Background: an optimization exercise with open tools, aiming at small area, a short achievable clock period and few clock cycles per item. Do not read the settings as production practice. RTL that was checked went through simulation tests only; none was proved equivalent to the original. Function not checked in runs 1, 2 and 5: the RTL went through the layout flow alone. Power figures rest on the tool's default switching activity, not on a simulated workload.

$ cat flow/run.sh
#!/bin/bash
# synth_recipe.tcl (not shown) runs the flow's synth.tcl, then flattens the netlist and writes it again
# the make line also repeats each setting of config.mk as NAME=value (left out here)
make -C /OpenROAD-flow-scripts/flow DESIGN_CONFIG=/design/flow/config.mk WORK_HOME=/design/flow/orfs CLKGATE_MAP_FILE= SYNTH_SCRIPT=/design/flow/synth_recipe.tcl finish
$ cat flow/config.mk
export PLATFORM = sky130hd
export DESIGN_NAME = rgb565_hsl_color_classifier
export DESIGN_NICKNAME = rgb565_hsl_color_classifier
export VERILOG_FILES = /design/flow/design.v
export SDC_FILE = /design/flow/constraint.sdc
export NUM_CORES = 4
export LEC_CHECK = 0
export CAP_MARGIN = 20
export CORE_MARGIN = 2
export CORE_UTILIZATION = 40
export PLACE_DENSITY = 0.6
export SETUP_SLACK_MARGIN = 3.5
export SLEW_MARGIN = 20
$ cat flow/constraint.sdc
create_clock -name core_clock -period 6.0 [get_ports {clk}]
set_input_delay 1.2000 -clock core_clock [delete_from_list [all_inputs] [get_ports {clk}]]
set_output_delay 1.2000 -clock core_clock [all_outputs]
set_load 0.01 [all_outputs]
$ cat flow/design.v
package rhc_pkg;
  localparam logic [7:0]  HUE_FULL       = 8'd240;
  localparam logic [16:0] HUE_WRAP       = 17'd65295;
  typedef enum logic [2:0] {
    REG_HUE_LOW    = 3'd0,
    REG_HUE_HIGH   = 3'd1,
    REG_SAT_LOW    = 3'd2,
    REG_SAT_HIGH   = 3'd3,
    REG_LIGHT_LOW  = 3'd4,
    REG_LIGHT_HIGH = 3'd5
  } cfg_reg_t;
endpackage
module rhc_pipe #(
  parameter int W  = 1,
  parameter bit EN = 1'b1
) (
  input  logic         clk,
  input  logic [W-1:0] d,
  output logic [W-1:0] q
);
  if (EN) begin : g_reg
    always_ff @(posedge clk) q <= d;
  end else begin : g_wire
    assign q = d;
  end
endmodule
module rhc_vpipe #(
  parameter bit EN = 1'b1
) (
  input  logic clk,
  input  logic rst_n,
  input  logic d,
  output logic q
);
  if (EN) begin : g_reg
    always_ff @(posedge clk) begin
      if (!rst_n) q <= 1'b0;
      else        q <= d;
    end
  end else begin : g_wire
    assign q = d;
  end
endmodule
import rhc_pkg::*;
module rgb565_hsl_color_classifier (
  input  logic        clk,
  input  logic        rst_n,
  input  logic        start,
  output logic        busy,
  input  logic [15:0] in_pixel,
  output logic        out_valid,
  output logic [7:0]  out_hue,
  output logic [7:0]  out_lightness,
  output logic [7:0]  out_saturation,
  output logic        out_match,
  input  logic        cfg_we,
  input  logic [2:0]  cfg_index,
  input  logic [15:0] cfg_data
);
  logic [15:0] hue_low_r, hue_high_r;
  logic [7:0]  sat_low_r, sat_high_r, light_low_r, light_high_r;
  always_ff @(posedge clk) begin
    if (!rst_n) begin
      hue_low_r    <= 16'd65496;
      hue_high_r   <= 16'd40;
      sat_low_r    <= 8'd90;
      sat_high_r   <= 8'd180;
      light_low_r  <= 8'd0;
      light_high_r <= 8'd80;
    end else if (cfg_we) begin
      case (cfg_index)
        REG_HUE_LOW:    hue_low_r    <= cfg_data;
        REG_HUE_HIGH:   hue_high_r   <= cfg_data;
        REG_SAT_LOW:    sat_low_r    <= cfg_data[7:0];
        REG_SAT_HIGH:   sat_high_r   <= cfg_data[7:0];
        REG_LIGHT_LOW:  light_low_r  <= cfg_data[7:0];
        REG_LIGHT_HIGH: light_high_r <= cfg_data[7:0];
        default: ;
      endcase
    end
  end
  assign busy = 1'b0;
  logic [5:0] cr, cg, cb, mx, mn, md;
  logic [1:0] sel_a;    
  logic       neg_a;
  logic       ge_rg, ge_rb, ge_gb;
  always_comb begin
    cr = {in_pixel[15:11], 1'b0};
    cg = in_pixel[10:5];
    cb = {in_pixel[4:0], 1'b0};
    ge_rg = (cr >= cg);
    ge_rb = (cr >= cb);
    ge_gb = (cg >= cb);
    if (ge_rg && ge_rb) begin
      mx = cr;
      sel_a = ge_gb ? 2'd0 : 2'd1;
      neg_a = !ge_gb;
      mn = ge_gb ? cb : cg;
      md = ge_gb ? cg : cb;
    end else if (ge_gb) begin
      mx = cg;
      sel_a = 2'd2;
      neg_a = ge_rb && !(cr == cb);    
      mn = ge_rb ? cb : cr;
      md = ge_rb ? cr : cb;
    end else begin
      mx = cb;
      sel_a = 2'd3;
      neg_a = !ge_rg;                   
      mn = ge_rg ? cg : cr;
      md = ge_rg ? cr : cg;
    end
  end
  logic       v1;
  logic [1:0] sel_1;
  logic       neg_1;
  logic [5:0] mx_1, mn_1, md_1;
  always_ff @(posedge clk) begin
    if (!rst_n) v1 <= 1'b0;
    else        v1 <= start;
  end
  always_ff @(posedge clk) begin
    {sel_1, neg_1, mx_1, mn_1, md_1} <= {sel_a, neg_a, mx, mn, md};
  end
  logic [5:0] a_b, d_b;
  logic [6:0] s_b;
  always_comb begin
    a_b = md_1 - mn_1;
    d_b = mx_1 - mn_1;
    s_b = {1'b0, mx_1} + {1'b0, mn_1};
  end
  logic       v2;
  logic [1:0] sel_2;
  logic       neg_2;
  logic [5:0] a_2, d_2;
  logic [6:0] s_2;
  always_ff @(posedge clk) begin
    if (!rst_n) v2 <= 1'b0;
    else        v2 <= v1;
  end
  always_ff @(posedge clk) begin
    {sel_2, neg_2, a_2, d_2, s_2} <= {sel_1, neg_1, a_b, d_b, s_b};
  end
  logic [8:0]  hnum_c;     
  logic [5:0]  hden_c;
  logic [9:0]  d15_c;      
  logic [11:0] snum_c;     
  logic        sflag_c;    
  logic [7:0]  sden_c;
  always_comb begin
    hnum_c = {1'b0, a_2, 2'b0} + {3'b0, a_2};
    hden_c = {d_2[5:1], d_2[0] | (d_2 == 6'd0)};
    d15_c  = {d_2, 4'b0} - {4'b0, d_2};
    sflag_c = !s_2[6] || (s_2[5:0] == 6'd0);
    sden_c = sflag_c ? {s_2 == 7'd0, s_2} : {~s_2[5:0], 2'b11};
    snum_c = sflag_c ? {2'b0, d15_c} : {d15_c, 2'b0};
  end
  logic        vr    [9];
  logic [1:0]  selr  [9];
  logic        negr  [9];
  logic        sflr  [9];
  logic [15:0] srem  [9];
  logic [7:0]  sden  [9];
  logic [7:0]  sq    [9];
  logic [11:0] hrem  [9];
  logic [5:0]  hden  [9];
  logic [5:0]  hq    [9];
  always_ff @(posedge clk) begin
    if (!rst_n) vr[0] <= 1'b0;
    else        vr[0] <= v2;
  end
  always_ff @(posedge clk) begin
    selr[0] <= sel_2;
    negr[0] <= neg_2;
    sflr[0] <= sflag_c;
    srem[0][15:4] <= snum_c;
    sden[0] <= sden_c;
    hrem[0][11:3] <= hnum_c;
    hden[0] <= hden_c;
  end
  assign srem[0][3:0] = '0;
  assign hrem[0][2:0] = '0;
  assign sq[0] = '0;
  assign hq[0] = '0;
  logic [7:0] hue_9, light_9;
  logic [7:0] hue_10, light_10;
  logic       hue_ok_10, light_ok_10;
  for (genvar i = 0; i < 8; i++) begin : g_row
    localparam int SK = 7 - i;
    localparam int HK = 5 - i;
    logic [8:0]  s_top;
    logic [9:0]  s_dif;
    logic        s_take;
    logic [7:0]  s_rem;
    assign s_top  = srem[i][SK+8:SK];
    assign s_dif  = {1'b0, s_top} - {2'b0, sden[i]};
    assign s_take = !s_dif[9];
    assign s_rem  = s_take ? s_dif[7:0] : s_top[7:0];
    always_ff @(posedge clk) begin
      if (!rst_n) vr[i+1] <= 1'b0;
      else        vr[i+1] <= vr[i];
    end
    always_ff @(posedge clk) begin
      sq[i+1] <= {sq[i][6:0], s_take};
    end
    if (SK > 0) begin : g_scarry
      always_ff @(posedge clk) begin
        selr[i+1] <= selr[i];
        negr[i+1] <= negr[i];
        sflr[i+1] <= sflr[i];
        sden[i+1] <= sden[i];
        srem[i+1][SK+7:SK] <= s_rem;
      end
      if (SK > 4) begin : g_slo
        always_ff @(posedge clk) srem[i+1][SK-1:4] <= srem[i][SK-1:4];
      end
      if (SK > 0) begin : g_slo0
        assign srem[i+1][(SK > 4 ? 4 : SK)-1:0] = '0;
      end
      assign srem[i+1][15:SK+8] = '0;
    end else begin : g_slast
      assign srem[i+1] = '0;
      assign sden[i+1] = '0;
      assign sflr[i+1] = 1'b0;
      assign selr[i+1] = '0;
      assign negr[i+1] = 1'b0;
    end
    if (i < 6) begin : g_hue
      logic [6:0] h_top;
      logic [7:0] h_dif;
      logic       h_take;
      logic [5:0] h_rem;
      assign h_top  = hrem[i][HK+6:HK];
      assign h_dif  = {1'b0, h_top} - {2'b0, hden[i]};
      assign h_take = !h_dif[7];
      assign h_rem  = h_take ? h_dif[5:0] : h_top[5:0];
      always_ff @(posedge clk) hq[i+1] <= {hq[i][4:0], h_take};
      if (HK > 0) begin : g_hcarry
        always_ff @(posedge clk) begin
          hden[i+1] <= hden[i];
          hrem[i+1][HK+5:HK] <= h_rem;
        end
        if (HK > 3) begin : g_hlo
          always_ff @(posedge clk) hrem[i+1][HK-1:3] <= hrem[i][HK-1:3];
        end
        assign hrem[i+1][(HK > 3 ? 3 : HK)-1:0] = '0;
        assign hrem[i+1][11:HK+6] = '0;
      end else begin : g_hlast
        assign hrem[i+1] = '0;
        assign hden[i+1] = '0;
      end
    end else begin : g_hue_done
      assign hrem[i+1] = '0;
      assign hden[i+1] = '0;
      assign hq[i+1]   = '0;
    end
  end
  logic [7:0]  ofs_h;
  logic [6:0]  s_rec;
  logic [14:0] light_prod;
  always_comb begin
    case (selr[6])
      2'd0:    ofs_h = 8'd0;
      2'd1:    ofs_h = 8'd240;
      2'd2:    ofs_h = 8'd80;
      default: ofs_h = 8'd160;
    endcase
    hue_9 = negr[6] ? ofs_h - {2'b0, hq[6]} : ofs_h + {2'b0, hq[6]};
    s_rec = sflr[6] ? sden[6][6:0] : {1'b1, ~sden[6][7:2]};
    light_prod = {s_rec, 8'b0} - {4'b0, s_rec, 4'b0} + {8'b0, s_rec};   
    light_9 = light_prod[14:7];
  end
  logic [7:0] hue_r9, light_r9;
  always_ff @(posedge clk) begin
    hue_r9   <= hue_9;
    light_r9 <= light_9;
  end
  logic [16:0] hue_x;
  logic        hue_inside, hue_wrap_lo, hue_wrap_hi;
  always_comb begin
    hue_x      = 17'(hue_r9);
    hue_inside = (hue_x > 17'(hue_low_r)) && (hue_x < 17'(hue_high_r));
    hue_wrap_lo = (hue_high_r < hue_low_r) &&
                  ((hue_x < 17'(hue_high_r)) || (hue_x + HUE_WRAP > 17'(hue_low_r)));
    hue_wrap_hi = !(hue_high_r < hue_low_r) && (hue_high_r > 16'(HUE_FULL)) &&
                  ((hue_x > 17'(hue_high_r)) ||
                   (hue_x + 17'(HUE_FULL) < 17'(hue_high_r)));
  end
  always_ff @(posedge clk) begin
    hue_10      <= hue_r9;
    light_10    <= light_r9;
    hue_ok_10   <= hue_inside || hue_wrap_lo || hue_wrap_hi;
    light_ok_10 <= (light_r9 > light_low_r) && (light_r9 < light_high_r);
  end
  logic [7:0] sat_11;
  logic       match_m;
  assign sat_11  = sq[8];
  assign match_m = hue_ok_10 && light_ok_10 && (sat_11 > sat_low_r) && (sat_11 < sat_high_r);
  always_ff @(posedge clk) begin
    if (!rst_n) out_valid <= 1'b0;
    else        out_valid <= vr[8];
  end
  always_ff @(posedge clk) begin
    out_hue        <= hue_10;
    out_lightness  <= light_10;
    out_saturation <= sat_11;
    out_match      <= match_m;
  end
endmodule
==> flow_summary_export.csv, run 1 <==
group,metric,value,unit
floorplanning,die_x,230.1,µm
flow_run,maxCapViolations,0,
clock_network,cts_buffer_depth,3,
timing,fmax,0.3904,GHz
setup_path,cp_max_fo,5,
global_routing,grt_pass1_vias,14150,
timing,worst_pin_slew,0.6889,ns
cells_and_area,area_growth,18.06,%
drt,drt_iter0_drc,495,
timing,period_needed,2.562,ns
floorplanning,core_area,50270,µm²
clock_network,cts_tree,"built",
synth,synth_edf_count,0,
drt,drt-wirelength-per-cell,13.71,µm
pwr,power.density,627.2,nW/µm²
floorplanning,ioPinCount,66,
setup_path,critPathRequiredTime,6.47,ns
drt,firstDrtPassIters,5,
timing,slew_violations,0,
synth,ys_warn_count,50,
setup_path,slowest_delay,0.38,ns
timing,rsz0062_at_grt,"yes",
global_routing,antenna_found_initial,0,
placement,io_buffers,64,
placement,dpl.hpwl,29150,µm
clock_network,cts_root_buffer,"clkbuf_16",
timing,final-hold-violation-count,0,
synth,ys_ff_latch,478,
synth,synth_area_leader_cell,"dfxtp_1",
drt,vias,13860,
timing,relSlewSlack,53.92,%
clock_network,cts-buffers-inserted,51,
synth,synth_top_area_share,46.81,%
synth,ys_seq_area_share,46.81,%
placement,place.gp.congestion,0.8451,
floorplanning,dieHeight,230.1,µm
floorplanning,initial_utilization,40.66,%
floorplanning,dieArea,52930,µm²
pwr,p_leak,10.78,nW
clock_network,insertion_delay,0.59,ns
global_routing,grt_pass1_wl,67320,µm
synth,netlist_instances,2051,
cells_and_area,antenna_cells,0,
drt,drc,0,
floorplanning,rows,82,
cells_and_area,final_common_cell,"dfxtp_1",
synth,syn_area_per_cell,9.966,µm²
global_routing,grtUsageTotal,15.25,%
global_routing,grt_max_degree,77,
drt,antenna_left,0,
status,status,"no timing/DRC/antenna violations",
synth,netlist_top_cells_area,"dfxtp_1 (47%), ha_1 (14%), inv_1 (4.6%)",
setup_path,worst_ep_arrival_time,3.03,ns
setup_path,critPathCaptureType,"register",
setup_path,crit_type,"in -> reg",
synth,synthFlopType,"dfxtp_1",
drt,routed_wl,39390,µm
timing,final.setup.tns,0,ns
timing,finalCritPeriodShare,42.70,%
cells_and_area,drive_gt1_share,12.55,%
setup_path,crit_chain,"buf_6 -> ha_4 -> o21ai_4 -> a31oi_4 -> o41ai_4 -> buf_6 -> or3b_4 -> and2_4 -> o221a_1",
pwr,irDropWorstVdd,0.0002693,V
timing,setup_violations,0,
global_routing,grt_overflow,0,
timing,setup_ws,3.438,ns
clock_network,clkSinkCount,478,
clock_network,clkTransAtPathRegs,0.06,ns
setup_path,crit_slowest_cell,"or3b_4",
setup_path,cpMostUsedCell,"buf_6",
synth,async_flop_share,0,%
setup_path,cp_top_family,"compound AO/OA/AOI/OAI gates",
worst_hold_path,hold_class,"reg -> reg",
timing,finClkSkew,0.02337,ns
cells_and_area,finalNetCount,2446,
cells_and_area,final_cell_mix,"dfxtp_1 (472), inv_1 (234), ha_1 (212)",
setup_path,critPathLaunchType,"primary input",
setup_path,crit_buf_inv,2,
clock_network,htree_levels,2,
placement,dpl_worst_slack,2.148,ns
synth,syn-cell-area,20440,µm²
synth,synth_cell_types,70,
synth,syn-num-nets,2335,
drt,vias_per_cell,4.826,
cells_and_area,fillCellCount,4602,
-- what timing repair did --
item | 4_1_cts | 5_1_grt
hold buffers | 0 | 0
endpoints found under the setup margin | 51 | 55
pin swaps | 18 | 18
buffers inserted | 17 | 9
resized for setup | 165 | 42
-- power by group --
part	switching, mW	internal (mW)
Sequential	0.773	4.56
Combinational	3.31	3.34
Clock	1.25	1.91
-- path summary, 6_finish.rpt --
| check | startpoint | endpoint | depth (start not counted) | slack, ns |
|---|---|---|---|---|
| max | in_pixel[7] | md_1[3]$_DFF_P_ | 9 | 3.44 |
| min | sq[7][4]$_DFF_P_ | sq[8][5]$_DFF_P_ | 0 | 0.31 |
| min reg2reg | sq[7][4]$_DFF_P_ | sq[8][5]$_DFF_P_ | 0 | 0.31 |
| max reg2reg | hue_r9[1]$_DFF_P_ | hue_ok_10$_DFF_P_ | 12 | 3.48 |
-- worst reg2reg max path: stages, from the launching register on --
cell and delay (ns):
dfxtp_4 0.37, inv_4 0.06, ha_4 0.13, or3b_4 0.39
and4_4 0.23, inv_4 0.08, ha_4 0.19, nand4_1 0.19
nor2_1 0.09, a2111oi_2 0.30, o211ai_1 0.14, a21oi_1 0.17
mux2i_1 0.09
-- layout make-up --
type | count | area (µm²) | area share (%)
inverters | 250 | 977.2 | 4.049
multi-input cells | 1289 | 10170 | 42.16
clock buffers | 72 | 1465 | 6.071
clock inverters | 19 | 257.7 | 1.068
flip-flops and latches | 478 | 9584 | 39.71
repair buffers | 92 | 834.6 | 3.458
well taps | 672 | 840.8 | 3.484
-- layer usage --
metal  routed length (µm)  track usage [%]  share of wire, %  vias up
met5                    0                0                 0        -
met4                 1348            6.573               3.4        0
met3                 1274            2.505               3.2       75
met2                18690            26.57                47      207
met1                18080            18.53                46     6403
li1                     -                -                 -     7174
-- registers in the layout, summed over array words and instances, names as in the netlist, 9 cells and up --
| signal | count |
|---|---|
| g_row.g_hue.h_top | 26 |
| g_row.s_top | 51 |
| hden | 36 |
| hq | 21 |
| hrem | 16 |
| hue_high_r | 16 |
| hue_low_r | 16 |
| sden | 64 |
| selr | 14 |
| sq | 36 |
| srem | 23 |
| vr | 9 |
-- logic make-up after synthesis --
group | Yosys count | share of synthesized area [%]
DFF | 478 | 46.81
and+or+nand+nor | 501 | 11.73
buffers and inverters | 284 | 5.362
muxes | 88 | 4.621
other | 1 | 0.01835
xor gates and xnor gates | 60 | 2.571
adders and majority gates | 245 | 15.58
AOI/OAI and AO/OA | 394 | 13.30
-- Yosys cell counts, types with 12 or more instances --
cell type / number
nor2_1: 122
nand2_1: 171
ha_1: 229
dfxtp_1: 478
fa_1: 16
xor2_1: 14
mux2i_1: 37
o21ai_0: 83
mux2_2: 51
a21boi_0: 53
a21oi_1: 61
o21a_1: 23
inv_1: 250
and2_1: 22
xnor2_1: 46
nor2b_1: 44
o211ai_1: 31
nor3_1: 38
clkbuf_1: 19
nand3_1: 22
nand2b_1: 23
buf_2: 12
a211oi_1: 19
a21o_1: 32
-- metrics by stage --
stage | hold slack (ns) | cell area (µm²) | instances | total power, mW | util [%]
final | 0.3072 | 24130 | 2872 | 15.14 | 48.00
after global routing | 0.3187 | 24130 | 2872 | 16.52 | 48.00
after CTS | 0.3167 | 23910 | 2863 | 15.19 | 47.55
after detailed placement | 0.3121 | 21910 | 2755 | 11.89 | 43.58
after global placement | 0.3103 | 21910 | 2755 | 11.67 | 43.58
after floorplan | 0.3096 | 20580 | 2051 | 10.36 | -
==> run 2, diff against run 1 <==
--- a/flow/design.v
+++ b/flow/design.v
@@ -81,53 +81,48 @@
   end
   assign busy = 1'b0;
-  logic [5:0] cr, cg, cb, mx, mn, md;
+  logic [5:0] cr, cg, cb;
+  logic [6:0] d_rg, d_gr, d_rb, d_br, d_gb, d_bg;    
+  logic [6:0] s_rg, s_rb, s_gb;
+  logic       ge_rg, ge_rb, ge_gb;
   logic [1:0] sel_a;    
   logic       neg_a;
-  logic       ge_rg, ge_rb, ge_gb;
+  logic [5:0] a_a, d_a;
+  logic [6:0] s_a;
   always_comb begin
     cr = {in_pixel[15:11], 1'b0};
     cg = in_pixel[10:5];
     cb = {in_pixel[4:0], 1'b0};
-    ge_rg = (cr >= cg);
-    ge_rb = (cr >= cb);
-    ge_gb = (cg >= cb);
+    d_rg = {1'b0, cr} - {1'b0, cg};
+    d_gr = {1'b0, cg} - {1'b0, cr};
+    d_rb = {1'b0, cr} - {1'b0, cb};
+    d_br = {1'b0, cb} - {1'b0, cr};
+    d_gb = {1'b0, cg} - {1'b0, cb};
+    d_bg = {1'b0, cb} - {1'b0, cg};
+    s_rg = {1'b0, cr} + {1'b0, cg};
+    s_rb = {1'b0, cr} + {1'b0, cb};
+    s_gb = {1'b0, cg} + {1'b0, cb};
+    ge_rg = !d_rg[6];
+    ge_rb = !d_rb[6];
+    ge_gb = !d_gb[6];
     if (ge_rg && ge_rb) begin
-      mx = cr;
       sel_a = ge_gb ? 2'd0 : 2'd1;
       neg_a = !ge_gb;
-      mn = ge_gb ? cb : cg;
-      md = ge_gb ? cg : cb;
+      a_a   = ge_gb ? d_gb[5:0] : d_bg[5:0];
+      d_a   = ge_gb ? d_rb[5:0] : d_rg[5:0];
+      s_a   = ge_gb ? s_rb : s_rg;
     end else if (ge_gb) begin
-      mx = cg;
       sel_a = 2'd2;
-      neg_a = ge_rb && !(cr == cb);    
-      mn = ge_rb ? cb : cr;
-      md = ge_rb ? cr : cb;
+      neg_a = ge_rb && d_br[6];
+      a_a   = ge_rb ? d_rb[5:0] : d_br[5:0];
+      d_a   = ge_rb ? d_gb[5:0] : d_gr[5:0];
+      s_a   = ge_rb ? s_gb : s_rg;
     end else begin
-      mx = cb;
       sel_a = 2'd3;
-      neg_a = !ge_rg;                   
-      mn = ge_rg ? cg : cr;
-      md = ge_rg ? cr : cg;
+      neg_a = !ge_rg;
+      a_a   = ge_rg ? d_rg[5:0] : d_gr[5:0];
+      d_a   = ge_rg ? d_bg[5:0] : d_br[5:0];
+      s_a   = ge_rg ? s_gb : s_rb;
     end
   end
-  logic       v1;
-  logic [1:0] sel_1;
-  logic       neg_1;
-  logic [5:0] mx_1, mn_1, md_1;
-  always_ff @(posedge clk) begin
-    if (!rst_n) v1 <= 1'b0;
-    else        v1 <= start;
-  end
-  always_ff @(posedge clk) begin
-    {sel_1, neg_1, mx_1, mn_1, md_1} <= {sel_a, neg_a, mx, mn, md};
-  end
-  logic [5:0] a_b, d_b;
-  logic [6:0] s_b;
-  always_comb begin
-    a_b = md_1 - mn_1;
-    d_b = mx_1 - mn_1;
-    s_b = {1'b0, mx_1} + {1'b0, mn_1};
-  end
   logic       v2;
   logic [1:0] sel_2;
@@ -137,8 +132,8 @@
   always_ff @(posedge clk) begin
     if (!rst_n) v2 <= 1'b0;
-    else        v2 <= v1;
+    else        v2 <= start;
   end
   always_ff @(posedge clk) begin
-    {sel_2, neg_2, a_2, d_2, s_2} <= {sel_1, neg_1, a_b, d_b, s_b};
+    {sel_2, neg_2, a_2, d_2, s_2} <= {sel_a, neg_a, a_a, d_a, s_a};
   end
   logic [8:0]  hnum_c;     
==> run 2 against run 1 <==
  * Still clean
  * Hold slack improved by 0.014 ns
  * Critical path depth increased by 1
  * Combinational power decreased by 12%
  * Total power decreased by 8.4%
  * First-iteration DRC count increased by 34%
  * Design area increased by 5.2%
  * Die area increased by 3.1%
  * Non-clock buffer count increased by 43
  * Via count increased by 11%
  * Critical endpoint is now s_2[2]$_DFF_P_
  * Largest cell class unchanged
  * Largest power group unchanged
==> flow_summary_export.csv, run 2 <==
group,metric,value,unit
status,status,"no timing/DRC/antenna violations",
global_routing,grtUsageTotal,16.71,%
setup_path,critPathRequiredTime,6.47,ns
drt,firstDrtPassIters,5,
drt,vias,15440,
global_routing,grt_overflow,0,
floorplanning,rows,84,
clock_network,cts-buffers-inserted,47,
global_routing,grt_pass1_wl,74820,µm
worst_hold_path,min_from,"hrem[1][3]$_DFF_P_",
floorplanning,die_x,233.6,µm
setup_path,crit_chain,"buf_12 -> inv_4 -> fa_2 -> and2b_2 -> o31ai_4 -> buf_4 -> a21o_4 -> nor2_4 -> a21oi_1 -> o221a_2",
clock_network,insertion_delay,0.57,ns
drt,wl_met2,22400,µm
synth,syn-cell-area,21080,µm²
flow_run,maxCapViolations,0,
drt,drt-wirelength-per-cell,14.76,µm
drt,routed_wl,45270,µm
setup_path,crit_slowest_cell,"fa_2",
timing,finClkSkew,0.008296,ns
setup_path,critPathLaunchType,"primary input",
placement,dpl.hpwl,32700,µm
timing,fmax,0.3715,GHz
placement,post-place-cells,2907,
placement,io_buffers,64,
timing,setup_violations,0,
clock_network,cts_tree,"built",
synth,ys_ff_latch,456,
cells_and_area,area_growth,20.40,%
global_routing,antenna_found_initial,0,
setup_path,critPathCaptureType,"register",
setup_path,cp_max_fo,5,
synth,ys_seq_area_share,43.30,%
cells_and_area,drive_gt1_share,15.04,%
cells_and_area,fin_cells,3068,
timing,period_needed,2.691,ns
setup_path,crit_start,"in_pixel[11]",
synth,syn_area_per_cell,9.562,µm²
synth,synth_common_cells,"dfxtp_1 (456), inv_1 (245), ha_1 (241)",
floorplanning,core_area,52340,µm²
pwr,irDropWorstVdd,0.0002713,V
global_routing,grt_max_degree,76,
placement,place.gp.congestion,0.8301,
timing,slew_violations,0,
drt,wl_met3,1826,µm
setup_path,cp_num_cells,10,
placement,placed_area,22420,µm²
setup_path,slowest_delay,0.38,ns
drt,drc,0,
floorplanning,ioPinCount,66,
placement,dpl_worst_slack,1.290,ns
timing,relSlewSlack,55.25,%
cells_and_area,regMostFlops,"sden",
global_routing,grt_pass1_vias,15560,
synth,async_flop_share,0,%
worst_hold_path,min_path_cells,0,
setup_path,rr_startpoint,"hue_r9[1]$_DFF_P_",
synth,synth_edf_count,0,
drt,m1WireLength,19570,µm
synth,synth_cell_types,73,
synth,syn-num-nets,2507,
timing,rsz0062_at_grt,"yes",
cells_and_area,final_area,25380,µm²
timing,worst_pin_slew,0.6713,ns
timing,finalCritPeriodShare,44.86,%
timing,setup_ws,3.309,ns
synth,synthFlopType,"dfxtp_1",
drt,vias_per_cell,5.031,
clock_network,clkTransAtPathRegs,0.06,ns
synth,netlist_instances,2205,
setup_path,cp_top_family,"compound AO/OA/AOI/OAI gates",
floorplanning,initial_utilization,40.28,%
cells_and_area,antenna_cells,0,
clock_network,htree_levels,2,
worst_hold_path,hold_class,"reg -> reg",
clock_network,clkSinkCount,456,
floorplanning,dieHeight,233.6,µm
drt,dr.max_layer_used,"met4",
floorplanning,dieArea,54560,µm²
setup_path,crit_buf_inv,3,
synth,synth_area_leader_cell,"dfxtp_1",
setup_path,reg2reg_depth,9,
cells_and_area,post-route-util,48.50,%
synth,ys_warn_count,50,
synth,synth.most_common_cell,"dfxtp_1",
setup_path,crit_type,"in -> reg",
drt,antenna_left,0,
timing,final.setup.tns,0,ns
cells_and_area,largest_reg_flops,64,
pwr,p_leak,11.28,nW
synth,synth_top_area_share,43.30,%
clock_network,cts_root_buffer,"clkbuf_16",
clock_network,cts_buffer_depth,3,
synth,netlist_top_cells_area,"dfxtp_1 (43%), ha_1 (14%), inv_1 (4.4%)",
cells_and_area,final_common_cell,"dfxtp_1",
timing,final-hold-violation-count,0,
cells_and_area,finalNetCount,2646,
setup_path,worst_ep_arrival_time,3.16,ns
cells_and_area,final_cell_mix,"dfxtp_1 (448), inv_1 (235), ha_1 (224)",
pwr,power.density,546.0,nW/µm²
drt,drt_iter0_drc,664,
-- run 2: cell count changes after synthesis, sizes merged, moves of 11 or more --
cell and delta:
a21oi +26, and3 +11, buf +14, dfxtp -22
ha +12, nand2 +25, nand3 +14, o211ai +12
o21ai +21
-- run 2: worst paths after layout --
check	end	slack, ns
worst max-delay path	s_2[2]$_DFF_P_	3.31
worst max register to register	hue_ok_10$_DFF_P_	3.62
worst min register to register	g_row[2].g_hue.h_top[0]$_DFF_P_	0.32
worst min-delay path	g_row[2].g_hue.h_top[0]$_DFF_P_	0.32
-- run 2: stage by stage --
step / power [mW] / hold slack (ns)
floorplan: 9.143 / 0.3096
global placement: 10.33 / 0.3099
finish: 13.86 / 0.3210
CTS: 13.91 / 0.3220
global route: 15.05 / 0.3238
detailed placement: 10.54 / 0.3121
-- run 2: worst register-to-register path, cell delays in order (launching register included) --
cell and delay (ns):
dfxtp_2 0.36, o41ai_4 0.41, nor2_2 0.12, ha_1 0.29
ha_1 0.30, a211o_1 0.26, o211ai_1 0.10, a21oi_1 0.11
o32ai_2 0.16, a22oi_2 0.15
-- run 2: cells by family (layout without fill, tap and decap cells) --
| group | Yosys count | count (layout) | share of synthesized area [%] |
|---|---|---|---|
| simple gates | 585 | 586 | 13.48 |
| compound gates | 440 | 446 | 13.65 |
| xor+xnor | 64 | 64 | 2.659 |
| flops | 456 | 456 | 43.30 |
| mux | 97 | 97 | 4.920 |
| buf+inv | 299 | 467 | 5.584 |
| fa+ha+maj | 263 | 263 | 16.39 |
| other cells | 1 | 1 | 0.01779 |
-- run 2: area by class of cell --
type	instances	area, µm²
inverter	246	938.4
sequential	456	9144
tap	688	860.8
clock inverter	21	379.1
timing repair inverter	1	7.507
multi-input combinational	1457	11430
clock buffer	64	1340
timing repair buffer	135	1284
fill	4858	26960
-- run 2: timing repair --
action                     in CTS  in global routing
pin swaps                      34                 37
cloned                         11                  0
setup buffers                  48                 17
setup endpoints to repair      88                 81
gates resized for setup       200                 63
hold buffers                    0                  0
-- run 2: power by group --
| part | total [mW] | internal, mW | switching [mW] |
|---|---|---|---|
| combinational | 5.85 | 2.89 | 2.95 |
| clock | 3.17 | 1.97 | 1.21 |
| sequential | 4.84 | 4.20 | 0.636 |
| total | 13.9 | 9.06 | 4.80 |
-- run 2: per-layer routing --
metal / vias to the layer above / GRT usage, %
li1: 7814 / -
met1: 7241 / 19.31
met2: 281 / 30.71
met3: 100 / 2.722
met4: 0 / 6.270
met5: - / 0
==> run 3, diff against run 2 <==
--- a/flow/design.v
+++ b/flow/design.v
@@ -81,48 +81,53 @@
   end
   assign busy = 1'b0;
-  logic [5:0] cr, cg, cb;
-  logic [6:0] d_rg, d_gr, d_rb, d_br, d_gb, d_bg;    
-  logic [6:0] s_rg, s_rb, s_gb;
-  logic       ge_rg, ge_rb, ge_gb;
+  logic [5:0] cr, cg, cb, mx, mn, md;
   logic [1:0] sel_a;    
   logic       neg_a;
-  logic [5:0] a_a, d_a;
-  logic [6:0] s_a;
+  logic       ge_rg, ge_rb, ge_gb;
   always_comb begin
     cr = {in_pixel[15:11], 1'b0};
     cg = in_pixel[10:5];
     cb = {in_pixel[4:0], 1'b0};
-    d_rg = {1'b0, cr} - {1'b0, cg};
-    d_gr = {1'b0, cg} - {1'b0, cr};
-    d_rb = {1'b0, cr} - {1'b0, cb};
-    d_br = {1'b0, cb} - {1'b0, cr};
-    d_gb = {1'b0, cg} - {1'b0, cb};
-    d_bg = {1'b0, cb} - {1'b0, cg};
-    s_rg = {1'b0, cr} + {1'b0, cg};
-    s_rb = {1'b0, cr} + {1'b0, cb};
-    s_gb = {1'b0, cg} + {1'b0, cb};
-    ge_rg = !d_rg[6];
-    ge_rb = !d_rb[6];
-    ge_gb = !d_gb[6];
+    ge_rg = (cr >= cg);
+    ge_rb = (cr >= cb);
+    ge_gb = (cg >= cb);
     if (ge_rg && ge_rb) begin
+      mx = cr;
       sel_a = ge_gb ? 2'd0 : 2'd1;
       neg_a = !ge_gb;
-      a_a   = ge_gb ? d_gb[5:0] : d_bg[5:0];
-      d_a   = ge_gb ? d_rb[5:0] : d_rg[5:0];
-      s_a   = ge_gb ? s_rb : s_rg;
+      mn = ge_gb ? cb : cg;
+      md = ge_gb ? cg : cb;
     end else if (ge_gb) begin
+      mx = cg;
       sel_a = 2'd2;
-      neg_a = ge_rb && d_br[6];
-      a_a   = ge_rb ? d_rb[5:0] : d_br[5:0];
-      d_a   = ge_rb ? d_gb[5:0] : d_gr[5:0];
-      s_a   = ge_rb ? s_gb : s_rg;
+      neg_a = ge_rb && !(cr == cb);    
+      mn = ge_rb ? cb : cr;
+      md = ge_rb ? cr : cb;
     end else begin
+      mx = cb;
       sel_a = 2'd3;
-      neg_a = !ge_rg;
-      a_a   = ge_rg ? d_rg[5:0] : d_gr[5:0];
-      d_a   = ge_rg ? d_bg[5:0] : d_br[5:0];
-      s_a   = ge_rg ? s_gb : s_rb;
+      neg_a = !ge_rg;                   
+      mn = ge_rg ? cg : cr;
+      md = ge_rg ? cr : cg;
     end
   end
+  logic       v1;
+  logic [1:0] sel_1;
+  logic       neg_1;
+  logic [5:0] mx_1, mn_1, md_1;
+  always_ff @(posedge clk) begin
+    if (!rst_n) v1 <= 1'b0;
+    else        v1 <= start;
+  end
+  always_ff @(posedge clk) begin
+    {sel_1, neg_1, mx_1, mn_1, md_1} <= {sel_a, neg_a, mx, mn, md};
+  end
+  logic [5:0] a_b, d_b;
+  logic [6:0] s_b;
+  always_comb begin
+    a_b = md_1 - mn_1;
+    d_b = mx_1 - mn_1;
+    s_b = {1'b0, mx_1} + {1'b0, mn_1};
+  end
   logic       v2;
   logic [1:0] sel_2;
@@ -132,8 +137,8 @@
   always_ff @(posedge clk) begin
     if (!rst_n) v2 <= 1'b0;
-    else        v2 <= start;
+    else        v2 <= v1;
   end
   always_ff @(posedge clk) begin
-    {sel_2, neg_2, a_2, d_2, s_2} <= {sel_a, neg_a, a_a, d_a, s_a};
+    {sel_2, neg_2, a_2, d_2, s_2} <= {sel_1, neg_1, a_b, d_b, s_b};
   end
   logic [8:0]  hnum_c;     
@@ -151,4 +156,31 @@
     snum_c = sflag_c ? {2'b0, d15_c} : {d15_c, 2'b0};
   end
+  function automatic logic [9:0] sub_bk(input logic [8:0] x, input logic [8:0] y,
+                                        input int w);
+    logic [8:0] p, g, pp, gg;
+    logic [9:0] r;
+    p  = x ^ ~y;
+    g  = x & ~y;
+    gg = g;
+    pp = p;
+    gg[0] = g[0] | p[0];            
+    for (int i = 1; (1 << i) <= 16; i++) begin
+      for (int j = (1 << i) - 1; j < w; j = j + (1 << i)) begin
+        gg[j] = gg[j] | (pp[j] & gg[j - (1 << (i - 1))]);
+        pp[j] = pp[j] & pp[j - (1 << (i - 1))];
+      end
+    end
+    for (int i = 4; i > 0; i--) begin
+      for (int j = (1 << i) + (1 << (i - 1)) - 1; j < w; j = j + (1 << i)) begin
+        gg[j] = gg[j] | (pp[j] & gg[j - (1 << (i - 1))]);
+        pp[j] = pp[j] & pp[j - (1 << (i - 1))];
+      end
+    end
+    r = '0;
+    r[0] = p[0] ^ 1'b1;
+    for (int j = 1; j < w; j++) r[j] = p[j] ^ gg[j-1];
+    r[w] = gg[w-1];
+    sub_bk = r;
+  endfunction
   logic        vr    [9];
   logic [1:0]  selr  [9];
@@ -189,6 +221,8 @@
     logic [7:0]  s_rem;
     assign s_top  = srem[i][SK+8:SK];
-    assign s_dif  = {1'b0, s_top} - {2'b0, sden[i]};
-    assign s_take = !s_dif[9];
+    logic [9:0] s_r;
+    assign s_r    = sub_bk(s_top, {1'b0, sden[i]}, 9);
+    assign s_dif  = {1'b0, s_r[8:0]};
+    assign s_take = s_r[9];
     assign s_rem  = s_take ? s_dif[7:0] : s_top[7:0];
     always_ff @(posedge clk) begin
@@ -227,6 +261,8 @@
       logic [5:0] h_rem;
       assign h_top  = hrem[i][HK+6:HK];
-      assign h_dif  = {1'b0, h_top} - {2'b0, hden[i]};
-      assign h_take = !h_dif[7];
+      logic [9:0] h_r;
+      assign h_r    = sub_bk({2'b0, h_top}, {3'b0, hden[i]}, 7);
+      assign h_dif  = {1'b0, h_r[6:0]};
+      assign h_take = h_r[7];
       assign h_rem  = h_take ? h_dif[5:0] : h_top[5:0];
       always_ff @(posedge clk) hq[i+1] <= {hq[i][4:0], h_take};
@@ -271,14 +307,21 @@
     light_r9 <= light_9;
   end
-  logic [16:0] hue_x;
-  logic        hue_inside, hue_wrap_lo, hue_wrap_hi;
+  logic       lo_small, hi_small, wrap, lo_top, hi_mid, hi_top;
+  logic [7:0] lo_m, hi_m;
+  logic       hue_inside, hue_wrap_lo, hue_wrap_hi;
   always_comb begin
-    hue_x      = 17'(hue_r9);
-    hue_inside = (hue_x > 17'(hue_low_r)) && (hue_x < 17'(hue_high_r));
-    hue_wrap_lo = (hue_high_r < hue_low_r) &&
-                  ((hue_x < 17'(hue_high_r)) || (hue_x + HUE_WRAP > 17'(hue_low_r)));
-    hue_wrap_hi = !(hue_high_r < hue_low_r) && (hue_high_r > 16'(HUE_FULL)) &&
-                  ((hue_x > 17'(hue_high_r)) ||
-                   (hue_x + 17'(HUE_FULL) < 17'(hue_high_r)));
+    lo_small = (hue_low_r[15:8] == 8'd0);
+    hi_small = (hue_high_r[15:8] == 8'd0);
+    wrap     = (hue_high_r < hue_low_r);
+    lo_top   = (hue_low_r >= 16'hFF0F);             
+    lo_m     = hue_low_r[7:0] - 8'h0F;
+    hi_mid   = (hue_high_r > 16'd240) && (hue_high_r < 16'd496);
+    hi_top   = (hue_high_r >= 16'd496);             
+    hi_m     = hue_high_r[7:0] - 8'd240;
+    hue_inside  = lo_small && (hue_r9 > hue_low_r[7:0]) &&
+                  (!hi_small || (hue_r9 < hue_high_r[7:0]));
+    hue_wrap_lo = wrap && ((!hi_small || (hue_r9 < hue_high_r[7:0])) ||
+                           !lo_top || (hue_r9 > lo_m));
+    hue_wrap_hi = !wrap && (hi_top || (hi_mid && (hue_r9 < hi_m)));
   end
   always_ff @(posedge clk) begin
--- a/flow/config.mk
+++ b/flow/config.mk
@@ -9,4 +9,6 @@
 export CORE_MARGIN = 2
 export CORE_UTILIZATION = 40
+export CTS_BUF_LIST = sky130_fd_sc_hd__clkbuf_4 sky130_fd_sc_hd__clkbuf_8
+export CTS_CLUSTER_SIZE = 30
 export PLACE_DENSITY = 0.6
 export SETUP_SLACK_MARGIN = 3.5
==> run 3 against run 2 <==
  * Sequential share of layout area up 5.9 points
  * Clock power about the same
  * Total power down 1.7%
  * Via count down 17%
  * Clock-buffer cell count up 52
  * Combinational power down 12%
  * Area after synthesis down 8.4%
  * Global-route usage down 2.3 points
  * Sequential power up 9.3%
  * Critical path type unchanged
==> flow_summary_export.csv, run 3 <==
group,metric,value,unit
floorplanning,dieArea,50070,µm²
cells_and_area,final_common_cell,"dfxtp_1",
pwr,swShare,34.87,%
pwr,p_leak,10.54,nW
timing,finalCritPeriodShare,41.40,%
clock_network,cts_tree,"built",
clock_network,cts_root_buffer,"clkbuf_8",
synth,synth_area_leader_cell,"dfxtp_1",
timing,setup_ws,3.516,ns
setup_path,crit_type,"in -> reg",
clock_network,htree_levels,3,
timing,rsz0062_at_grt,"yes",
timing,slew_violations,0,
cells_and_area,largest_reg_flops,64,
pwr,internal_power,8.873,mW
drt,antenna_left,0,
setup_path,worst_ep_arrival_time,2.98,ns
cells_and_area,multi_input_area,8894,µm²
status,status,"no timing/DRC/antenna violations",
synth,netlist_top_cells_area,"dfxtp_1 (50%), ha_1 (13%), inv_1 (5.0%)",
timing,final.setup.tns,0,ns
cells_and_area,area_growth,18.51,%
floorplanning,rows,80,
worst_hold_path,hold_class,"reg -> reg",
synth,ys_ff_latch,478,
drt,drt-wirelength-per-cell,12.77,µm
floorplanning,ioPinCount,66,
floorplanning,dieHeight,223.8,µm
drt,vias,12760,
cells_and_area,fillCellCount,4409,
global_routing,grt_pass1_vias,13040,
placement,post-place-cells,2544,
global_routing,grt_overflow,0,
synth,synth_common_cells,"dfxtp_1 (478), inv_1 (257), ha_1 (206)",
drt,routed_wl,34620,µm
synth,synthFlopType,"dfxtp_1",
placement,io_buffers,64,
clock_network,cts-buffers-inserted,81,
clock_network,insertion_delay,0.64,ns
pwr,combPwrFrac,37.7,%
pwr,power.density,595.1,nW/µm²
pwr,irDropWorstVdd,0.0002120,V
cells_and_area,regMostFlops,"sden",
flow_run,maxCapViolations,0,
cells_and_area,seqCellArea,9593,µm²
cells_and_area,final_cell_mix,"dfxtp_1 (469), inv_1 (247), ha_1 (194)",
drt,m1WireLength,15110,µm
clock_network,cts_buffer_depth,3,
placement,dpl.hpwl,25290,µm
setup_path,critPathRequiredTime,6.49,ns
placement,placed_area,20740,µm²
synth,syn-num-nets,2193,
synth,netlist_instances,1901,
timing,finClkSkew,0.01995,ns
setup_path,cp_max_fo,6,
synth,synth_edf_count,0,
floorplanning,die_x,223.8,µm
synth,synth_top_area_share,49.53,%
synth,syn-cell-area,19320,µm²
global_routing,grtUsageTotal,14.46,%
synth,async_flop_share,0,%
drt,wl_met3,1456,µm
cells_and_area,fin_cells,2710,
synth,synth.most_common_cell,"dfxtp_1",
cells_and_area,finalNetCount,2327,
drt,wl_met2,17190,µm
placement,dpl_worst_slack,1.620,ns
drt,firstDrtPassIters,5,
timing,setup_violations,0,
setup_path,critPathLaunchType,"primary input",
clock_network,clkSinkCount,478,
drt,drt_iter0_drc,506,
synth,synth_cell_types,61,
global_routing,grt_pass1_wl,59840,µm
drt,drc,0,
floorplanning,initial_utilization,40.46,%
pwr,clkPwrFrac,23.5,%
timing,final-hold-violation-count,0,
drt,dr.max_layer_used,"met4",
drt,vias_per_cell,4.708,
setup_path,critPathCaptureType,"register",
clock_network,clkTransAtPathRegs,0.06,ns
timing,relSlewSlack,49.88,%
cells_and_area,drive_gt1_share,13.18,%
global_routing,grt_max_degree,41,
cells_and_area,final_area,22890,µm²
timing,worst_pin_slew,0.7499,ns
synth,syn_area_per_cell,10.16,µm²
floorplanning,core_area,47750,µm²
pwr,seq_power_share,38.8,%
timing,fmax,0.4026,GHz
synth,ys_warn_count,50,
timing,period_needed,2.484,ns
placement,place.gp.congestion,0.8209,
synth,ys_seq_area_share,49.53,%
global_routing,antenna_found_initial,1,
pwr,netSwitchingPower,4.751,mW
-- run 3: what timing repair did --
| item | CTS | global route |
|---|---|---|
| hold buffers | 0 | 0 |
| gates resized for setup | 110 | 65 |
| pin swaps | 11 | 15 |
| setup buffers | 15 | 8 |
| endpoints found under the setup margin | 90 | 76 |
-- run 3: kinds of logic (layout without fill, tap and decap cells) --
logic type,Yosys count,count (layout),synth area share [%]
AO/OA/AOI/OAI,361,361,11.74
XOR/XNOR,77,77,3.491
adder cells (fa/ha/maj),253,253,18.21
buffers and inverters,299,492,5.965
flip-flops,478,478,49.53
multiplexers,23,23,1.198
other,1,2,0.01941
AND/OR/NAND/NOR,409,409,9.845
-- run 3: final cells by class --
| type | instances | area share (%) |
|---|---|---|
| sequential | 478 | 41.90 |
| multi-input combinational | 1124 | 38.85 |
| clock buffer | 116 | 6.509 |
| inverter | 258 | 4.399 |
| timing repair buffer | 92 | 3.487 |
| tap | 615 | 3.361 |
| clock inverter | 26 | 1.486 |
| antenna | 1 | 0.01093 |
-- run 3: layer usage --
| layer | track usage [%] | vias up |
|---|---|---|
| met2 | 25.89 | 205 |
| met1 | 16.65 | 5934 |
| met3 | 3.017 | 61 |
| met5 | 0 | - |
| li1 | - | 6560 |
| met4 | 6.280 | 0 |
-- run 3: final timing paths --
path                                                 from                end  slack, ns  depth (start not counted)
worst min-delay path                     sq[7][4]$_DFF_P_   sq[8][5]$_DFF_P_       0.31                          0
worst max register to register  hue_low_r[1]$_SDFFE_PN0P_  hue_ok_10$_DFF_P_       3.64                         11
worst min register to register           sq[7][4]$_DFF_P_   sq[8][5]$_DFF_P_       0.31                          0
worst max-delay path                          in_pixel[4]    md_1[1]$_DFF_P_       3.52                          9
-- run 3: critical path, stage by stage --
cell           delay (ns)
dlygate4sd2_1        0.25
inv_2                0.10
ha_4                 0.23
and4_1               0.20
a221oi_4             0.35
nor2_4               0.09
inv_4                0.07
o21ai_4              0.07
a222oi_1             0.41
-- run 3: through the flow --
stage / hold WS (ns) / total power, mW / utilization (%)
floorplan: 0.3096 / 9.123 / -
global placement: 0.3099 / 10.25 / 43.37
detailed placement: 0.3121 / 10.48 / 43.44
CTS: 0.3234 / 13.78 / 47.68
global route: 0.3245 / 14.98 / 47.95
finish: 0.3118 / 13.62 / 47.95
-- run 3: power by group through the flow --
| stage | registers [mW] | logic (mW) | clock network, mW |
|---|---|---|---|
| 4_1_cts | 5.32 | 5.15 | 3.31 |
| 3_5_place_dp | 5.38 | 5.10 | 0 |
| 5_1_grt | 5.46 | 6.05 | 3.46 |
| 2_1_floorplan | 5.14 | 3.99 | 0 |
| 6_report | 5.29 | 5.14 | 3.20 |
| 3_3_place_gp | 5.35 | 4.89 | 0 |
Testbench counts of run 3, summed over its fixed seeds: cycles 24,096, pixels 24,000.
==> run 4, diff against run 3 <==
--- a/flow/config.mk
+++ b/flow/config.mk
@@ -9,6 +9,4 @@
 export CORE_MARGIN = 2
 export CORE_UTILIZATION = 40
-export CTS_BUF_LIST = sky130_fd_sc_hd__clkbuf_4 sky130_fd_sc_hd__clkbuf_8
-export CTS_CLUSTER_SIZE = 30
 export PLACE_DENSITY = 0.6
 export SETUP_SLACK_MARGIN = 3.5
==> run 4 against run 3 <==
  * Critical path depth grew 2
  * Area after synthesis is the same
  * Sequential share of layout area grew 0.057 points
  * Still clean
  * Flip-flop and latch count is the same
  * Clock power is essentially flat
==> flow_summary_export.csv, run 4 <==
group,metric,value,unit
cells_and_area,largest_reg_flops,64,
cells_and_area,regMostFlops,"sden",
timing,finalCritPeriodShare,41.71,%
floorplanning,initial_utilization,40.46,%
global_routing,grtUsageTotal,14.26,%
cells_and_area,fin_cells,2661,
setup_path,critPathRequiredTime,6.44,ns
timing,rsz0062_at_grt,"yes",
global_routing,grt_overflow,0,
clock_network,postCtsHoldBufs,0,
synth,synthAdderAreaFrac,18.21,%
floorplanning,dieArea,50070,µm²
timing,final.setup.tns,0,ns
global_routing,grt_max_degree,41,
synth,synth_common_cells,"dfxtp_1 (478), inv_1 (257), ha_1 (206)",
synth,syn_area_per_cell,10.16,µm²
setup_path,critPathCaptureType,"register",
global_routing,grt_pass1_wl,59420,µm
setup_path,cp_max_fo,5,
synth,synth_area_leader_cell,"dfxtp_1",
clock_network,cts_tree,"built",
timing,fmax,0.3996,GHz
floorplanning,core_area,47750,µm²
floorplanning,die_x,223.8,µm
placement,place.gp.congestion,0.8209,
pwr,p_leak,10.46,nW
clock_network,clkSinkCount,478,
status,status,"no timing/DRC/antenna violations",
synth,synthMuxAreaShare,1.198,%
clock_network,cts_buffer_depth,3,
synth,synth_top_area_share,49.53,%
timing,worst_pin_slew,0.7685,ns
synth,ys_ff_latch,478,
synth,netlist_instances,1901,
synth,synthFlopType,"dfxtp_1",
cells_and_area,final_common_cell,"dfxtp_1",
cells_and_area,fillCellCount,4411,
timing,setup_ws,3.497,ns
global_routing,grt_pass1_vias,12820,
synth,synth_compound_area_share,11.74,%
cells_and_area,drive_gt1_share,10.41,%
cells_and_area,area_growth,18.23,%
drt,drc,0,
synth,synth_top_family_by_area,"adder cells",
floorplanning,ioPinCount,66,
drt,firstDrtPassIters,5,
synth,ys_seq_area_share,49.53,%
flow_run,maxCapViolations,0,
drt,routed_wl,34340,µm
pwr,power.density,595.4,nW/µm²
timing,holdWs,0.3193,ns
drt,drt_iter0_drc,563,
clock_network,htree_levels,2,
clock_network,insertion_delay,0.59,ns
synth,syn-cell-area,19320,µm²
drt,vias,12610,
synth,syn-num-nets,2193,
synth,netlist_top_cells_area,"dfxtp_1 (50%), ha_1 (13%), inv_1 (5.0%)",
synth,synth_xor_area_share,3.491,%
placement,dpl.hpwl,25290,µm
placement,post-place-cells,2544,
setup_path,crit_type,"reg -> reg",
worst_hold_path,hold_class,"reg -> reg",
timing,period_needed,2.503,ns
cells_and_area,finalNetCount,2297,
timing,setup_violations,0,
timing,slew_violations,0,
timing,relSlewSlack,48.64,%
drt,drt-wirelength-per-cell,12.90,µm
cells_and_area,antenna_cells,0,
placement,dpl_worst_slack,1.620,ns
timing,final-hold-violation-count,0,
pwr,irDropWorstVdd,0.0002493,V
drt,vias_per_cell,4.738,
floorplanning,dieHeight,223.8,µm
clock_network,cts-buffers-inserted,51,
timing,finClkSkew,0.01163,ns
synth,synth_cell_types,61,
setup_path,critPathLaunchType,"register",
synth,synth_edf_count,0,
synth,async_flop_share,0,%
global_routing,antenna_found_initial,0,
placement,io_buffers,64,
drt,antenna_left,0,
clock_network,cts_root_buffer,"clkbuf_16",
clock_network,clkTransAtPathRegs,0.06,ns
cells_and_area,post-route-util,47.84,%
setup_path,worst_ep_arrival_time,2.95,ns
synth,ys_warn_count,50,
cells_and_area,final_cell_mix,"dfxtp_1 (471), inv_1 (246), ha_1 (194)",
floorplanning,rows,80,
synth,synth.most_common_cell,"dfxtp_1",
synth,synthSimpleGateAreaFrac,9.845,%
[run 4: cell counts after synthesis]
No cell type changed its count.
[run 4: timing repair]
| action | 4_1_cts | 5_1_grt |
|---|---|---|
| hold endpoints to repair | 0 | 0 |
| endpoints found under the setup margin | 109 | 86 |
| pin swaps | 9 | 16 |
| gates resized for setup | 99 | 74 |
| gates cloned | 0 | 0 |
| setup buffers | 16 | 7 |
[run 4: path summary, 6_finish.rpt]
kind / startpoint / end / slack (ns) / cells after the start
setup / recovery: hue_low_r[0]$_SDFFE_PN0P_ / hue_ok_10$_DFF_P_ / 3.50 / 11
hold / removal: selr[0][0]$_DFF_P_ / selr[1][0]$_DFF_P_ / 0.32 / 0
setup reg to reg: hue_low_r[0]$_SDFFE_PN0P_ / hue_ok_10$_DFF_P_ / 3.50 / 11
hold reg to reg: selr[0][0]$_DFF_P_ / selr[1][0]$_DFF_P_ / 0.32 / 0
[run 4: area by class of cell]
type	count	area, µm²	area share (%)
inverters	258	1010	4.421
clock inverters	24	299.0	1.309
multi-input cells	1124	8894	38.94
repair buffers	92	827.0	3.621
flip-flops and latches	478	9583	41.96
well taps	615	769.5	3.369
clock buffers	70	1458	6.382
[run 4: through the flow]
step	area [µm²]	power, mW
after global routing	22840	14.93
final	22840	13.60
after detailed placement	20740	10.48
after CTS	22660	13.73
after floorplan	19470	9.123
after global placement	20710	10.25
[run 4: where the power goes]
group	switching, mW	total [mW]	leakage [nW]	internal, mW
registers	0.745	5.29	4.00	4.54
clock network	1.26	3.18	0.867	1.93
logic	2.72	5.13	5.59	2.40
[run 4: logic make-up (layout without fill, tap and decap cells)]
kind of cell | count (synthesis) | in the layout
other cells | 1 | 1
flops | 478 | 478
xor+xnor | 77 | 77
fa+ha+maj | 253 | 253
buf+inv | 299 | 444
mux | 23 | 23
compound gates | 361 | 361
simple gates | 409 | 409
[run 4: critical path, cell delays in order, from the launching register on]
cell and delay (ns):
dfxtp_4 0.36, ha_2 0.31, inv_1 0.04, ha_1 0.27, nor2b_1 0.13, o21a_1 0.15, o21ai_0 0.15, a21oi_1 0.09
o22a_1 0.25, a2111oi_4 0.32, mux2_4 0.20, a22oi_2 0.08
[run 4: metal layers]
metal  part of all wire [%]  wire length, µm  vias to the layer above  global-route usage [%]
met3                    4.3             1473                       57                   2.964
met5                      0                0                        -                       0
met4                    2.3              803                        0                   4.430
li1                       -                -                     6486                       -
met2                     50            17120                      185                   26.11
met1                     43            14930                     5881                   16.63
==> run 5, diff against run 4 <==
--- a/flow/design.v
+++ b/flow/design.v
@@ -81,39 +81,11 @@
   end
   assign busy = 1'b0;
-  logic [5:0] cr, cg, cb, mx, mn, md;
-  logic [1:0] sel_a;    
-  logic       neg_a;
-  logic       ge_rg, ge_rb, ge_gb;
-  always_comb begin
-    cr = {in_pixel[15:11], 1'b0};
-    cg = in_pixel[10:5];
-    cb = {in_pixel[4:0], 1'b0};
-    ge_rg = (cr >= cg);
-    ge_rb = (cr >= cb);
-    ge_gb = (cg >= cb);
-    if (ge_rg && ge_rb) begin
-      mx = cr;
-      sel_a = ge_gb ? 2'd0 : 2'd1;
-      neg_a = !ge_gb;
-      mn = ge_gb ? cb : cg;
-      md = ge_gb ? cg : cb;
-    end else if (ge_gb) begin
-      mx = cg;
-      sel_a = 2'd2;
-      neg_a = ge_rb && !(cr == cb);    
-      mn = ge_rb ? cb : cr;
-      md = ge_rb ? cr : cb;
-    end else begin
-      mx = cb;
-      sel_a = 2'd3;
-      neg_a = !ge_rg;                   
-      mn = ge_rg ? cg : cr;
-      md = ge_rg ? cr : cg;
-    end
-  end
-  logic       v1;
-  logic [1:0] sel_1;
-  logic       neg_1;
-  logic [5:0] mx_1, mn_1, md_1;
+  logic [5:0] cr, cg, cb;
+  assign cr = {in_pixel[15:11], 1'b0};
+  assign cg = in_pixel[10:5];
+  assign cb = {in_pixel[4:0], 1'b0};
+  logic        v1;
+  logic [15:0] px_1;
+  logic        ge_rg_1, ge_rb_1, ge_gb_1;
   always_ff @(posedge clk) begin
     if (!rst_n) v1 <= 1'b0;
@@ -121,12 +93,40 @@
   end
   always_ff @(posedge clk) begin
-    {sel_1, neg_1, mx_1, mn_1, md_1} <= {sel_a, neg_a, mx, mn, md};
+    px_1    <= in_pixel;
+    ge_rg_1 <= (cr >= cg);
+    ge_rb_1 <= (cr >= cb);
+    ge_gb_1 <= (cg >= cb);
   end
+  logic [5:0] r_1, g_1, b_1, mx, mn, md;
+  logic [1:0] sel_a;    
+  logic       neg_a;
   logic [5:0] a_b, d_b;
   logic [6:0] s_b;
   always_comb begin
-    a_b = md_1 - mn_1;
-    d_b = mx_1 - mn_1;
-    s_b = {1'b0, mx_1} + {1'b0, mn_1};
+    r_1 = {px_1[15:11], 1'b0};
+    g_1 = px_1[10:5];
+    b_1 = {px_1[4:0], 1'b0};
+    if (ge_rg_1 && ge_rb_1) begin
+      mx = r_1;
+      sel_a = ge_gb_1 ? 2'd0 : 2'd1;
+      neg_a = !ge_gb_1;
+      mn = ge_gb_1 ? b_1 : g_1;
+      md = ge_gb_1 ? g_1 : b_1;
+    end else if (ge_gb_1) begin
+      mx = g_1;
+      sel_a = 2'd2;
+      neg_a = ge_rb_1 && !(r_1 == b_1);    
+      mn = ge_rb_1 ? b_1 : r_1;
+      md = ge_rb_1 ? r_1 : b_1;
+    end else begin
+      mx = b_1;
+      sel_a = 2'd3;
+      neg_a = !ge_rg_1;                     
+      mn = ge_rg_1 ? g_1 : r_1;
+      md = ge_rg_1 ? r_1 : g_1;
+    end
+    a_b = md - mn;
+    d_b = mx - mn;
+    s_b = {1'b0, mx} + {1'b0, mn};
   end
   logic       v2;
@@ -140,5 +140,5 @@
   end
   always_ff @(posedge clk) begin
-    {sel_2, neg_2, a_2, d_2, s_2} <= {sel_1, neg_1, a_b, d_b, s_b};
+    {sel_2, neg_2, a_2, d_2, s_2} <= {sel_a, neg_a, a_b, d_b, s_b};
   end
   logic [8:0]  hnum_c;     
@@ -210,7 +210,7 @@
   assign sq[0] = '0;
   assign hq[0] = '0;
-  logic [7:0] hue_9, light_9;
-  logic [7:0] hue_10, light_10;
-  logic       hue_ok_10, light_ok_10;
+  logic [7:0] hue_9, light_10;
+  logic [7:0] hue_10;
+  logic       hue_ok_10;
   for (genvar i = 0; i < 8; i++) begin : g_row
     localparam int SK = 7 - i;
@@ -287,7 +287,5 @@
     end
   end
-  logic [7:0]  ofs_h;
-  logic [6:0]  s_rec;
-  logic [14:0] light_prod;
+  logic [7:0] ofs_h;
   always_comb begin
     case (selr[6])
@@ -298,12 +296,13 @@
     endcase
     hue_9 = negr[6] ? ofs_h - {2'b0, hq[6]} : ofs_h + {2'b0, hq[6]};
-    s_rec = sflr[6] ? sden[6][6:0] : {1'b1, ~sden[6][7:2]};
-    light_prod = {s_rec, 8'b0} - {4'b0, s_rec, 4'b0} + {8'b0, s_rec};   
-    light_9 = light_prod[14:7];
   end
-  logic [7:0] hue_r9, light_r9;
-  always_ff @(posedge clk) begin
-    hue_r9   <= hue_9;
-    light_r9 <= light_9;
+  logic [7:0] hue_r9;
+  always_ff @(posedge clk) hue_r9 <= hue_9;
+  logic [6:0]  s_rec;
+  logic [14:0] light_prod;
+  always_comb begin
+    s_rec = sflr[7] ? sden[7][6:0] : {1'b1, ~sden[7][7:2]};
+    light_prod = {s_rec, 8'b0} - {4'b0, s_rec, 4'b0} + {8'b0, s_rec};   
+    light_10 = light_prod[14:7];
   end
   logic       lo_small, hi_small, wrap, lo_top, hi_mid, hi_top;
@@ -325,14 +324,15 @@
     hue_wrap_hi = !wrap && (hi_top || (hi_mid && (hue_r9 < hi_m)));
   end
+  logic [7:0] light_11;
   always_ff @(posedge clk) begin
-    hue_10      <= hue_r9;
-    light_10    <= light_r9;
-    hue_ok_10   <= hue_inside || hue_wrap_lo || hue_wrap_hi;
-    light_ok_10 <= (light_r9 > light_low_r) && (light_r9 < light_high_r);
+    hue_10    <= hue_r9;
+    light_11  <= light_10;
+    hue_ok_10 <= hue_inside || hue_wrap_lo || hue_wrap_hi;
   end
   logic [7:0] sat_11;
   logic       match_m;
   assign sat_11  = sq[8];
-  assign match_m = hue_ok_10 && light_ok_10 && (sat_11 > sat_low_r) && (sat_11 < sat_high_r);
+  assign match_m = hue_ok_10 && (light_11 > light_low_r) && (light_11 < light_high_r) &&
+                   (sat_11 > sat_low_r) && (sat_11 < sat_high_r);
   always_ff @(posedge clk) begin
     if (!rst_n) out_valid <= 1'b0;
@@ -341,5 +341,5 @@
   always_ff @(posedge clk) begin
     out_hue        <= hue_10;
-    out_lightness  <= light_10;
+    out_lightness  <= light_11;
     out_saturation <= sat_11;
     out_match      <= match_m;
==> run 5 against run 4 <==
  * Total power decreased by 1.2%
  * Clock power grew 1%
  * Flip-flop and latch count down 10
  * Utilization decreased by 0.72 points
  * Sequential share of layout area decreased by 0.31 points
  * Highest routed layer unchanged
  * Still clean
==> flow_summary_export.csv, run 5 <==
group,metric,value,unit
drt,vias_per_cell,4.798,
global_routing,grtUsageTotal,14.15,%
cells_and_area,finalNetCount,2309,
placement,dpl.hpwl,25380,µm
pwr,combPwrFrac,37.8,%
drt,antenna_left,0,
worst_hold_path,hold_end,"sq[8][4]$_DFF_P_",
synth,async_flop_share,0,%
clock_network,insertion_delay,0.58,ns
drt,drt_iter0_drc,465,
setup_path,rr_startpoint,"hue_low_r[0]$_SDFFE_PN0P_",
setup_path,r2r-end,"hue_ok_10$_DFF_P_",
timing,fmax,0.4098,GHz
timing,period_needed,2.440,ns
flow_run,maxCapViolations,0,
timing,final.setup.tns,0,ns
setup_path,worst_ep_arrival_time,1.24,ns
setup_path,reg2reg_slack,3.57,ns
setup_path,crit_type,"reg -> out",
setup_path,cp_max_fo,1,
setup_path,crit_slowest_cell,"dfxtp_1",
synth,syn-num-nets,2234,
timing,slew_violations,0,
synth,ys_seq_area_share,48.25,%
cells_and_area,fillCellCount,4408,
timing,finClkSkew,0.008339,ns
synth,synth_top_area_share,48.25,%
clock_network,clkSinkCount,468,
timing,holdWs,0.3171,ns
floorplanning,ioPinCount,66,
timing,final-hold-violation-count,0,
setup_path,crit_chain,"dlygate4sd2_1",
global_routing,grt_overflow,0,
timing,finalCritPeriodShare,40.67,%
pwr,netSwitchingPower,4.693,mW
synth,syn_area_per_cell,9.994,µm²
setup_path,critPathLaunchType,"register",
timing,setup_violations,0,
synth,synth_edf_count,0,
cells_and_area,regMostFlops,"sden",
synth,ys_warn_count,50,
placement,post-place-cells,2575,
timing,setup_ws,3.560,ns
setup_path,cp_num_cells,1,
setup_path,cp_top_family,"flip-flops",
global_routing,grt_max_degree,77,
cells_and_area,drive_gt1_share,7.146,%
synth,synthFlopType,"dfxtp_1",
floorplanning,initial_utilization,40.59,%
cells_and_area,largest_reg_flops,64,
synth,synth_cell_types,56,
global_routing,grt_pass1_vias,12910,
pwr,swShare,34.93,%
synth,synth_common_cells,"dfxtp_1 (468), inv_1 (249), ha_1 (205)",
global_routing,antenna_found_initial,0,
timing,rsz0062_at_grt,"yes",
drt,routed_wl,34890,µm
pwr,p_total,13.44,mW
pwr,internal_power,8.743,mW
status,status,"no timing/DRC/antenna violations",
setup_path,slowest_delay,0.38,ns
clock_network,htree_levels,2,
cells_and_area,fin_cells,2672,
pwr,irDropWorstVdd,0.0002245,V
clock_network,cts_buffer_depth,3,
placement,dpl_worst_slack,2.734,ns
drt,vias,12820,
drt,drt-wirelength-per-cell,13.06,µm
synth,synth.most_common_cell,"dfxtp_1",
worst_hold_path,hold_class,"reg -> reg",
setup_path,critPathCaptureType,"primary output",
synth,synth_area_leader_cell,"dfxtp_1",
placement,io_buffers,64,
pwr,power.density,596.0,nW/µm²
cells_and_area,final_cell_mix,"dfxtp_1 (461), inv_1 (246), ha_1 (205)",
setup_path,reg2reg_depth,12,
drt,firstDrtPassIters,5,
pwr,seq_power_share,38.2,%
drt,drc,0,
clock_network,clkTransAtPathRegs,0.06,ns
worst_hold_path,min_path_cells,0,
synth,netlist_top_cells_area,"dfxtp_1 (48%), ha_1 (13%), fa_1 (4.8%)",
timing,relSlewSlack,54.90,%
worst_hold_path,min_from,"sq[7][3]$_DFF_P_",
pwr,clkPwrFrac,23.9,%
cells_and_area,antenna_cells,0,
floorplanning,rows,80,
cells_and_area,final_common_cell,"dfxtp_1",
synth,netlist_instances,1943,
synth,syn-cell-area,19420,µm²
setup_path,critPathRequiredTime,4.80,ns
floorplanning,dieArea,50320,µm²
cells_and_area,area_growth,16.09,%
global_routing,grt_pass1_wl,59080,µm
synth,ys_ff_latch,468,
placement,place.gp.congestion,0.8179,
floorplanning,die_x,224.3,µm
floorplanning,dieHeight,224.3,µm
pwr,p_leak,10.19,nW
floorplanning,core_area,47850,µm²
clock_network,cts_tree,"built",
clock_network,cts-buffers-inserted,50,
setup_path,crit_buf_inv,1,
clock_network,cts_root_buffer,"clkbuf_16",
timing,worst_pin_slew,0.6765,ns
==> run 5: layout make-up <==
type,instances,area (µm²),area share (%)
Tap cell,615,769.5,3.413
Inverter,250,938.4,4.163
Clock buffer,63,1391,6.172
Sequential cell,468,9388,41.64
Multi-Input combinational cell,1177,9021,40.02
Clock inverter,28,369.1,1.637
Timing Repair Buffer,71,665.6,2.953
==> run 5: per-layer routing <==
metal | share of wire, % | track usage [%] | vias up
met5 | 0 | 0 | -
met4 | 3.0 | 5.255 | 0
met3 | 4.3 | 3.096 | 73
met2 | 49 | 25.63 | 190
met1 | 43 | 16.28 | 6000
li1 | - | - | 6558
==> run 5: cell families (layout without fill, tap and decap cells) <==
logic type	Yosys count	count (layout)	share of synthesized area (%)
flip-flops	468	468	48.25
AND/OR/NAND/NOR	436	436	10.47
AO/OA/AOI/OAI	378	378	12.05
buffers and inverters	298	412	6.024
adder cells (fa/ha/maj)	252	252	18.05
XOR/XNOR	84	84	3.789
multiplexers	26	26	1.347
other	1	1	0.01931
==> run 5: how the worst max path moves through the flow <==
stage / startpoint / endpoint
floorplan: ge_rb_1$_DFF_P_ / a_2[5]$_DFF_P_
global placement: cfg_we / hue_low_r[0]$_SDFFE_PN0P_
detailed placement: cfg_we / hue_low_r[3]$_SDFFE_PN1P_
CTS: cfg_we / hue_high_r[11]$_SDFFE_PN0P_
global route: hue_low_r[0]$_SDFFE_PN0P_ / hue_ok_10$_DFF_P_
finish: out_saturation[6]$_DFF_P_ / out_saturation[6]
==> run 5: power by group through the flow <==
stage	clock network, mW	registers [mW]	logic [mW]
floorplan	0	4.99	4.00
detailed placement	0	5.23	5.04
global placement	0	5.20	4.83
CTS	3.32	5.16	5.05
global route	3.45	5.31	5.94
finish	3.22	5.14	5.08
==> run 5: through the flow <==
| step | utilization [%] | instance area (µm²) |
|---|---|---|
| after global routing | 47.12 | 22540 |
| after CTS | 46.80 | 22390 |
| after global placement | 43.05 | 20600 |
| after detailed placement | 43.05 | 20600 |
| final | 47.12 | 22540 |
| after floorplan | - | 19420 |
==> run 5: repair_timing <==
action,4_1_cts,5_1_grt
setup buffers,4,2
setup endpoints to repair,61,84
pin swaps,1,11
resized for setup,41,47
gates cloned,0,0
hold buffers,0,0

==> port drivers added, routing unchanged <==
The results above use ideal ports. As a check the final layouts listed here were re-extracted and re-timed, cells and wires unchanged.
Step 1: set_driving_cell puts a clkbuf_16 on clk and a buf_2 on each other input, an assumption about the parent block.
Step 2 times the ports against the registers' clock, not the clock port: input delays grow and output delays shrink by t, the midpoint of the rising clock arrivals with the driver on.
Three values: ideal, step 1, step 2; two values: the first two.
run | t, ns | slack for setup (ns) | clock arrival spread, ns | slew at the worst register clock pin (ns)
run 1 | 0.637 | 3.438 / 3.448 / 2.811 | 0.030 / 0.030 | 0.06 / 0.06
run 2 | 0.623 | 3.309 / 3.304 / 2.681 | 0.014 / 0.014 | 0.06 / 0.06
run 3 | 0.685 | 3.516 / 3.515 / 2.867 | 0.027 / 0.026 | 0.06 / 0.06
run 4 | 0.633 | 3.497 / 3.497 / 2.944 | 0.017 / 0.017 | 0.06 / 0.06
run 5 | 0.631 | 3.560 / 3.503 / 3.004 | 0.013 / 0.014 | 0.06 / 0.06
After both steps setup and hold are still met in every run listed. The setup slack of run 3, which loses most, moves by -0.001 ns with the drivers and by -0.649 ns with both steps.
